From an optimization exercise on the open Yosys and OpenROAD flow, aimed at small area; shortcuts taken in it are not production practice. The RTL was checked by simulation tests, not by an equivalence proof against the original design. Power figures rest on the tool's default switching activity, not on a simulated workload.

`design/flow/design.v`:
```
module register_file_sb_entry #(
    parameter int DATA_WIDTH = 32,
    parameter bit HARD_ZERO  = 1'b0
) (
    input  logic                  CLK,
    input  logic                  RST,
    input  logic                  wr_en,
    input  logic                  clr_en,
    input  logic [DATA_WIDTH-1:0] wd,
    input  logic                  busy_flush,
    input  logic                  busy_set,
    input  logic                  busy_drop,
    output logic [DATA_WIDTH-1:0] q,
    output logic                  busy
);
    always_ff @(posedge CLK) begin
        if (RST || HARD_ZERO)
            q <= '0;
        else if (clr_en)
            q <= '0;
        else if (wr_en)
            q <= wd;
    end
    always_ff @(posedge CLK) begin
        if (RST || HARD_ZERO || busy_flush)
            busy <= 1'b0;
        else if (busy_set)
            busy <= 1'b1;
        else if (busy_drop)
            busy <= 1'b0;
    end
endmodule
module register_file_sb #(
    parameter int DATA_WIDTH = 32,
    parameter int ADDR_WIDTH = 5,
    parameter int ZERO_REG   = 1,
    parameter int BYPASS     = 1
) (
    input  logic                  CLK,
    input  logic                  RST,
    input  logic [ADDR_WIDTH-1:0] A1,
    input  logic [ADDR_WIDTH-1:0] A2,
    output logic [DATA_WIDTH-1:0] RD1,
    output logic [DATA_WIDTH-1:0] RD2,
    input  logic                  WE3,
    input  logic [ADDR_WIDTH-1:0] A3,
    input  logic [DATA_WIDTH-1:0] WD3,
    input  logic                  RSV_EN,
    input  logic [ADDR_WIDTH-1:0] RSV_ADDR,
    output logic                  BUSY1,
    output logic                  BUSY2,
    input  logic                  CLR_REQ,
    output logic                  CLR_BUSY
);
    localparam int                    DEPTH = 2 ** ADDR_WIDTH;
    localparam logic [ADDR_WIDTH-1:0] LAST  = '1;
    typedef enum logic {IDLE = 1'b0, CLEAR = 1'b1} state_t;
    state_t                               state;
    logic [ADDR_WIDTH-1:0]                cnt;
    logic                                 clr_busy_q;
    logic [DEPTH-1:0][DATA_WIDTH-1:0]     mem_q;
    logic [DEPTH-1:0]                     busy_q;
    logic idle, wr_ok, rsv_ok, flush;
    logic zero1, zero2, byp1, byp2;
    assign idle   = (state == IDLE);
    assign wr_ok  = idle && WE3;
    assign rsv_ok = idle && RSV_EN;
    assign flush  = idle && CLR_REQ;
    always_ff @(posedge CLK) begin
        if (RST) begin
            state      <= IDLE;
            cnt        <= '0;
            clr_busy_q <= 1'b0;
        end else begin
            case (state)
                IDLE: begin
                    if (CLR_REQ) begin
                        state      <= CLEAR;
                        cnt        <= '0;
                        clr_busy_q <= 1'b1;
                    end
                end
                CLEAR: begin
                    if (cnt == LAST) begin
                        state      <= IDLE;
                        cnt        <= '0;
                        clr_busy_q <= 1'b0;
                    end else begin
                        cnt <= cnt + ADDR_WIDTH'(1);
                    end
                end
            endcase
        end
    end
    assign CLR_BUSY = clr_busy_q;
    genvar i;
    generate
        for (i = 0; i < DEPTH; i++) begin : g_ent
            register_file_sb_entry #(
                .DATA_WIDTH (DATA_WIDTH),
                .HARD_ZERO  ((ZERO_REG != 0) && (i == 0))
            ) u_ent (
                .CLK        (CLK),
                .RST        (RST),
                .wr_en      (wr_ok && (A3 == ADDR_WIDTH'(i))),
                .clr_en     (!idle && (cnt == ADDR_WIDTH'(i))),
                .wd         (WD3),
                .busy_flush (flush),
                .busy_set   (rsv_ok && (RSV_ADDR == ADDR_WIDTH'(i))),
                .busy_drop  (wr_ok && (A3 == ADDR_WIDTH'(i))),
                .q          (mem_q[i]),
                .busy       (busy_q[i])
            );
        end
    endgenerate
    always_comb begin
        zero1 = (ZERO_REG != 0) && (A1 == '0);
        zero2 = (ZERO_REG != 0) && (A2 == '0);
        byp1  = (BYPASS != 0) && wr_ok && (A3 == A1) && !zero1;
        byp2  = (BYPASS != 0) && wr_ok && (A3 == A2) && !zero2;
    end
    assign RD1   = zero1 ? '0 : (byp1 ? WD3 : mem_q[A1]);
    assign RD2   = zero2 ? '0 : (byp2 ? WD3 : mem_q[A2]);
    assign BUSY1 = idle && !byp1 && busy_q[A1];
    assign BUSY2 = idle && !byp2 && busy_q[A2];
endmodule
```
`design/flow/constraint.sdc`:
```
create_clock -name core_clock -period 7.0 [get_ports {CLK}]
set_input_delay 1.4000 -clock core_clock [delete_from_list [all_inputs] [get_ports {CLK}]]
set_output_delay 1.4000 -clock core_clock [all_outputs]
set_load 0.01 [all_outputs]
```
`design/flow/run.sh`:
```
#!/bin/bash
# synth_recipe.tcl (not shown) runs the flow's synth.tcl, then flattens the netlist and writes it again
# the make line also repeats each setting of config.mk as NAME=value (left out here)
make -C /OpenROAD-flow-scripts/flow DESIGN_CONFIG=/design/flow/config.mk WORK_HOME=/design/flow/orfs CLKGATE_MAP_FILE= SYNTH_SCRIPT=/design/flow/synth_recipe.tcl finish
```
`design/flow/config.mk`:
```
export PLATFORM = sky130hd
export DESIGN_NAME = register_file_sb
export DESIGN_NICKNAME = register_file_sb
export VERILOG_FILES = /design/flow/design.v
export SDC_FILE = /design/flow/constraint.sdc
export NUM_CORES = 4
export LEC_CHECK = 0
export CAP_MARGIN = 20
export CORE_MARGIN = 2
export CORE_UTILIZATION = 40
export PLACE_DENSITY = 0.6
export SLEW_MARGIN = 20
```
==> run notes <==
synthesized netlist by cell type (5+ instances only):
cell / n
nand2_1: 2077
dfxtp_1: 1030
a21oi_1: 1009
clkbuf_1: 515
mux4_2: 463
nor2_1: 120
nor2b_1: 101
mux2_2: 74
buf_2: 72
a221oi_1: 65
nor3_1: 56
mux2i_1: 55
a22oi_1: 52
o22ai_1: 52
nand2b_1: 45
o21ai_0: 40
a32o_1: 39
nand3_1: 30
a22o_1: 26
a211oi_1: 23
a21o_1: 22
buf_4: 21
o41ai_1: 21
buf_1: 19
buf_6: 11
o31ai_1: 11
a41oi_1: 10
o21bai_1: 10
xnor2_1: 10
inv_1: 7
ha_1: 6
nor4_1: 5
layout make-up:
cell class	count	area, um2
Sequential cell	1030	20600
Inverter	7	26.3
Clock buffer	168	3390
Fill cell	12425	71600
Multi-Input combinational cell	4463	30300
Clock inverter	45	622
Timing Repair Buffer	331	2900
Tap cell	1755	2200
Antenna cell	3	7.51
kinds of logic (layout without fill, tap and decap cells):
logic type	after synthesis	count (layout)	synth area share (%)
simple gates	2461	2461	18.5
compound gates	1391	1391	15.1
flops	1030	1030	38.8
buf+inv	649	551	5.07
mux	595	595	22.3
xor+xnor	10	10	0.165
fa+ha+maj	6	6	0.141
other cells	0	3	0
cells in the final DEF (no fill, tap or decap), drive strengths merged, types with 42 or more instances in the layout:
cell,n
nor3,57
mux4,463
nand2,2077
clkdlybuf4s50,110
dfxtp,1030
mux2i,55
o22ai,52
nand2b,45
nor2b,101
o21ai,42
a21oi,1009
mux2,77
nor2,120
clkbuf,168
a22oi,52
a221oi,65
buf,221
registers in the layout (all words and copies together) (netlist names):
register and count:
g_ent.u_ent.q 992, g_ent.u_ent.busy 31, cnt 5, clr_busy_q 1
state 1
path summary, 6_finish.rpt:
path / end / start
worst max register to register: g_ent[12].u_ent.q[23] / state
worst max-delay path: RD2[3] / A2[0]
worst min-delay path: g_ent[26].u_ent.q[6] / g_ent[26].u_ent.q[6]
worst min register to register: g_ent[26].u_ent.q[6] / g_ent[26].u_ent.q[6]
per-layer routing:
metal	GRT usage, %	up-vias	share of wire (%)
li1	-	21131	-
met1	43.6	24398	36
met2	50.3	4194	42
met3	10.8	1050	15
met4	20.7	10	7.0
met5	0	-	0.026
worst min-delay path, delay by kind of cell (launching register included):
family | cells | cell delay, ps
flip-flops | 1 | 310
AO/OA/AOI/OAI | 1 | 50
AND/OR/NAND/NOR | 1 | 50
report_power, final:
| group | switching [uW] | leakage (uW) | total (uW) | internal [uW] |
|---|---|---|---|---|
| logic | 981 | 0.00899 | 1400 | 417 |
| clock network | 2660 | 0.00197 | 6480 | 3820 |
| registers | 26.2 | 0.00830 | 5920 | 5900 |
per-stage QoR:
step | std cells | power [uW]
6_report | 7802 | 13800
5_1_grt | 7801 | 14100
4_1_cts | 7798 | 13700
3_5_place_dp | 7585 | 7380
3_3_place_gp | 7585 | 7380
2_1_floorplan | 6142 | 6780
==> run_results.csv <==
group,metric,value,unit
timing,hold_ws,463,ps
logic_synthesis,ys.flop_type,"dfxtp_1",
logic_synthesis,syn_nets,6205,
timing,rsz0062_at_grt,"false",
clocking,htree_levels,3,
floorplanning,io_pins,124,
timing,clock-skew-final,54.9,ps
clocking,cts_setup_buffers,0,
cells_and_area,layout.nets,6008,
detailed_routing,drt_pass1_iterations,8,
setup_path,crit_path_max_incr_delay,1030,ps
logic_synthesis,synth_edf_count,0,
pwr,peakVddDrop,0.231,mV
global_route,grt_first_pass_wirelength,340000,um
clocking,cts_resized,0,
pwr,power_density,230,nW/um2
placement,post-place-ws,924,ps
timing,layout_setup_ws,676,ps
floorplanning,die_width,368,um
clocking,ctsHoldBuffers,0,
pwr,power.static_leakage,0.0193,uW
detailed_routing,wire_per_inst,30.5,um
placement,io_buffer_count,123,
timing,period_needed,6320,ps
setup_path,critPathKind,"primary input to output port",
flow_run,max_cap_violations,0,
global_route,overflow,0,
logic_synthesis,avgSynthCellArea,8.65,um2
logic_synthesis,synth.area.top_cells,"dfxtp_1 39%, mux4_2 20%, nand2_1 15%, a21oi_1 9.5%, clkbuf_1 3.6%",
global_route,grt_pass1_vias,47743,
setup_path,endpoint_kind,"output port",
cells_and_area,syn_to_final_growth,13.0,%
floorplanning,rows,133,
global_route,grt_use_total,34.1,%
logic_synthesis,ys_warn_count,3,
logic_synthesis,ys_ff_latch,1030,
timing,setup_viol_count_final,0,
setup_path,slowest_stage,"o41ai_1",
clocking,clk_latency,780,ps
detailed_routing,vias,50783,
setup_path,ff2ff_setup_slack,3650,ps
clocking,cts_buffer_depth,3,
setup_path,path_delay_family,"buffers and inverters",
setup_path,cp_num_cells,8,
setup_path,critPathMaxFanout,26,
outcome,outcome,"no timing/DRC/antenna violations",
timing,hold_viol_final,0,
cells_and_area,final_area,60100,um2
setup_path,worstPathCellList,"buf_8 -> nor2b_4 -> buf_4 -> a221oi_1 -> nor3_1 -> nor3_1 -> o41ai_1 -> clkdlybuf4s50_1",
global_route,grt_max_degree,84,
clocking,cts_tree,"done",
clocking,cts_sinks,1030,
setup_path,cp-start-kind,"primary input",
setup_path,path_buf_inv,3,
timing,max_freq,158,MHz
clocking,numCtsBuffers,112,
placement,hpwl,144000,um
timing,fin_crit_sh,90.3,%
logic_synthesis,syn_area,53100,um2
logic_synthesis,synth_async_sr_flop_share,0,%
cells_and_area,drive_above_1_share,17.2,%
setup_path,ff2ff_path_depth,7,
clocking,cts_root_buf,"clkbuf_16",
min_path,hold_depth,2,
logic_synthesis,synth_largest_area_cell,"dfxtp_1",
floorplanning,start_util,40.4,%
setup_path,cp.arrival,4920,ps
detailed_routing,drt_iter0_markers,7663,
floorplanning,design.die.area,136000,um2
logic_synthesis,yosysSeqAreaShare,38.8,%
timing,slew_violations,0,
detailed_routing,drc,0,
detailed_routing,finalWirelength,238000,um
floorplanning,core_area,132000,um2
logic_synthesis,synth_top_area_share,38.8,%
logic_synthesis,synthCells,6142,
placement,dpl_cell_area,56000,um2
clocking,path_clk_slew,60,ps
floorplanning,fp.dieH,368,um
global_route,antenna_found_initial,9,
timing,fin_tns_setup,0,ps
logic_synthesis,synth_cell_types,54,
setup_path,crit_required,5600,ps
setup_path,crit_path_frequent_cell,"nor3_1",
detailed_routing,via_per_inst,6.51,
timing,worst_pin_slew,1270,ps
placement,place.gp.congestion,0.943,
timing,slew_headroom,15.4,%
min_path,min_path_type,"flop to flop",
detailed_routing,antenna_left,0,
cells_and_area,finalCoreUtilization,45.6,%

re-timing with driven ports:
In the flow no input, the clock included, has a driving cell. The finished layout below was timed again as built, in two steps.
Step 1 sets driving cells, clkbuf_16 on the clock port and buf_2 on the other inputs (assumed; they add their load-dependent delay and slew).
Step 2 times the ports against the registers' clock, not the clock port: input delays grow and output delays shrink by t, the midpoint of the rising clock arrivals with the driver on.
Slacks: ideal ports / drivers / drivers and shift; pairs: ideal ports / drivers.
shift t [ns]: 0.834
setup slack, ns: 0.676 / 0.596 / 0.596
worst data-port slew with drivers (ns): 0.11
cell pins on the clock port's net: 1
After both steps this run still meets setup and hold. The setup slack of this run moves by -0.080 ns with the drivers and by -0.080 ns with both steps.
